What follows belongs to an exercise in optimizing a design on an open flow for small area, a short achievable clock period and few clock cycles per item; a production flow would make more cautious choices.
At most, simulation tests tie the RTL to the original design; equivalence was not proved.

## old
## syn_rst_scan_counter
module syn_rst_scan_counter #(
    parameter int TABLE_DEPTH = 64,
    parameter int COUNT_WIDTH = 16
) (
    input  logic                              i_clk,
    input  logic                              i_rst_n,
    input  logic                              req_valid,
    output logic                              req_ready,
    input  logic                              req_action,
    input  logic [srsc_pkg::PROTO_W-1:0]      req_ip_protocol,
    input  logic [srsc_pkg::ADDR_W-1:0]       req_source_address,
    input  logic [srsc_pkg::ADDR_W-1:0]       req_dest_address,
    input  logic                              req_flag_syn,
    input  logic                              req_flag_ack,
    input  logic                              req_flag_rst,
    output logic                              rsp_valid,
    input  logic                              rsp_ready,
    output logic [srsc_pkg::ADDR_W-1:0]       rsp_reported_address,
    output logic [srsc_pkg::RPT_CNT_W-1:0]    rsp_reported_count,
    output logic                              rsp_entry_valid,
    output logic                              rsp_table_overflowed,
    output logic                              rsp_last_of_report,
    input  logic                              psel,
    input  logic                              penable,
    input  logic                              pwrite,
    input  logic [srsc_pkg::APB_ADDR_W-1:0]   paddr,
    input  logic [srsc_pkg::APB_DATA_W-1:0]   pwdata,
    output logic [srsc_pkg::APB_DATA_W-1:0]   prdata,
    output logic                              pready
);
Settings: LEC_CHECK=0, CAP_MARGIN=20, CORE_MARGIN=2, CORE_UTILIZATION=40, CTS_BUF_LIST=sky130_fd_sc_hd__clkbuf_4 sky130_fd_sc_hd__clkbuf_8, PLACE_DENSITY=0.6, SETUP_SLACK_MARGIN=4.2, SLEW_MARGIN=20; clock period 8.0 ns.
run.sh (not shown) runs the stock make flow with config.mk's settings and CLKGATE_MAP_FILE= SYNTH_SCRIPT=/design/flow/synth_recipe.tcl, a recipe that flattens the netlist after the stock synthesis.
Every stage of the flow completed for old, and the final layout passed the timing, design-rule and antenna checks.
Testbench counts of old, summed over its fixed seeds: cycles 4,194, items 3,200.
> inputs changed (old -> new)
==> flow/flow/run.sh (new file) <==
#!/bin/bash
# The standard layout (the standard.sh: standard synthesis, floorplan, place,
# CTS, route), except that the I/O port buffers that global placement inserts
# are plain sky130_fd_sc_hd__buf_4 cells instead of the delay cells buffer_ports
# picks on its own. Every port still gets its own buffer.
# make's full output goes to standard.log; each ORFS step keeps its own log
# under orfs/logs/.
set -euo pipefail
export BUFFER_PORTS_ARGS="-buffer_cell sky130_fd_sc_hd__buf_4"
bash standard.sh > standard.log 2>&1
==> flow/standard.sh (new file) <==
#!/bin/bash
# synth_recipe.tcl (not shown) runs the flow's synth.tcl, then flattens the netlist and writes it again
# the make line also repeats each setting of config.mk as NAME=value (left out here)
make -C /OpenROAD-flow-scripts/flow DESIGN_CONFIG=/design/flow/config.mk WORK_HOME=/design/flow/orfs CLKGATE_MAP_FILE= SYNTH_SCRIPT=/design/flow/synth_recipe.tcl "${@:-finish}"
removed: flow/run.sh
Findings:
Diff old -> new: headroom to the max-slew limit decreased by 2.7 points relative to the old numbers; number of buffers created by CTS rose 2.4%.
Global-route usage (lower): old

Another version of the RTL of syn_rst_scan_counter (not shown whole).
Size: about 17,000 cells after synthesis, roughly 3,800 flip-flops.
==> flow/design.v (excerpt) <==
module syn_rst_scan_counter #(
    parameter int TABLE_DEPTH = 64,
    parameter int COUNT_WIDTH = 16
) (
    input  logic                              i_clk,
    input  logic                              i_rst_n,
    input  logic                              req_valid,
    output logic                              req_ready,
    input  logic                              req_action,
    input  logic [srsc_pkg::PROTO_W-1:0]      req_ip_protocol,
    input  logic [srsc_pkg::ADDR_W-1:0]       req_source_address,
    input  logic [srsc_pkg::ADDR_W-1:0]       req_dest_address,
    input  logic                              req_flag_syn,
    input  logic                              req_flag_ack,
    input  logic                              req_flag_rst,
    output logic                              rsp_valid,
    input  logic                              rsp_ready,
    output logic [srsc_pkg::ADDR_W-1:0]       rsp_reported_address,
    output logic [srsc_pkg::RPT_CNT_W-1:0]    rsp_reported_count,
    output logic                              rsp_entry_valid,
    output logic                              rsp_table_overflowed,
    output logic                              rsp_last_of_report,
    input  logic                              psel,
    input  logic                              penable,
    input  logic                              pwrite,
    input  logic [srsc_pkg::APB_ADDR_W-1:0]   paddr,
    input  logic [srsc_pkg::APB_DATA_W-1:0]   pwdata,
    output logic [srsc_pkg::APB_DATA_W-1:0]   prdata,
    output logic                              pready
);
==> flow/config.mk <==
export PLATFORM = sky130hd
export DESIGN_NAME = syn_rst_scan_counter
export DESIGN_NICKNAME = syn_rst_scan_counter
export VERILOG_FILES = /design/flow/design.v
export SDC_FILE = /design/flow/constraint.sdc
export NUM_CORES = 4
export LEC_CHECK = 0
export CAP_MARGIN = 20
export CORE_MARGIN = 2
export CORE_UTILIZATION = 40
export PLACE_DENSITY = 0.6
export SETUP_SLACK_MARGIN = 3.8
export SLEW_MARGIN = 20
==> flow/constraint.sdc <==
create_clock -name core_clock -period 8.0 [get_ports {i_clk}]
set_input_delay 1.6000 -clock core_clock [delete_from_list [all_inputs] [get_ports {i_clk}]]
set_output_delay 1.6000 -clock core_clock [all_outputs]
set_load 0.01 [all_outputs]
standard.sh (not shown) runs the stock make flow with config.mk's settings and CLKGATE_MAP_FILE= SYNTH_SCRIPT=/design/flow/synth_recipe.tcl, a recipe that flattens the netlist after the stock synthesis.
==> flow/flow/run.sh <==
#!/bin/bash
# The standard layout (the standard.sh: standard synthesis, floorplan, place,
# CTS, route), except that the I/O port buffers that global placement inserts
# are plain sky130_fd_sc_hd__buf_4 cells instead of the delay cells buffer_ports
# picks on its own. Every port still gets its own buffer.
# make's full output goes to standard.log; each ORFS step keeps its own log
# under orfs/logs/.
set -euo pipefail
export BUFFER_PORTS_ARGS="-buffer_cell sky130_fd_sc_hd__buf_4"
bash standard.sh > standard.log 2>&1
The starting point never finished: it broke off in global routing.
Next try:
==> flow/run.sh (new file) <==
#!/bin/bash
# synth_recipe.tcl (not shown) runs the flow's synth.tcl, then flattens the netlist and writes it again
# the make line also repeats each setting of config.mk as NAME=value (left out here)
make -C /OpenROAD-flow-scripts/flow DESIGN_CONFIG=/design/flow/config.mk WORK_HOME=/design/flow/orfs CLKGATE_MAP_FILE= SYNTH_SCRIPT=/design/flow/synth_recipe.tcl finish
SETUP_SLACK_MARGIN = default   (was 3.8)
removed: flow/flow/run.sh
removed: flow/standard.sh
Outcome: The changed run aborted during global routing (GRT-0116). Synthesized cell count does not change. Area after synthesis is unchanged.
No run of this note included a check of the RTL's function; only the layout flow was run.

re-timing with driven ports:
Ports are ideal in the flow. The routed layouts listed here were re-timed in OpenROAD. Step 1 sets driving cells, clkbuf_16 on the clock port and buf_2 on the other inputs (assumed; they add their load-dependent delay and slew). Step 2 adds t to the input delays and takes it off the output delays; t is the mean of the earliest and latest rising clock arrival at the registers after step 1. Input paths then give back, and output paths get back, about the clock's delay inside the block. Slacks: ideal / step 1 / step 2; pairs: ideal / step 1.
| run | t, ns | slack for setup (ns) | hold WS [ns] | worst setup path at the end | cell pins on the clock port's net |
|---|---|---|---|---|---|
| old | 1.478 | 3.302 / 3.302 / 3.220 | 0.430 / 0.430 / 0.430 | input to register | 1 |
| new | 1.524 | 3.631 / 3.631 / 3.411 | 0.366 / 0.257 / 0.438 | input to register | 1 |
After both steps every run listed still meets setup and hold. For new, which loses most, drivers alone change the setup slack by 0.000 ns; drivers and shift together by -0.220 ns.
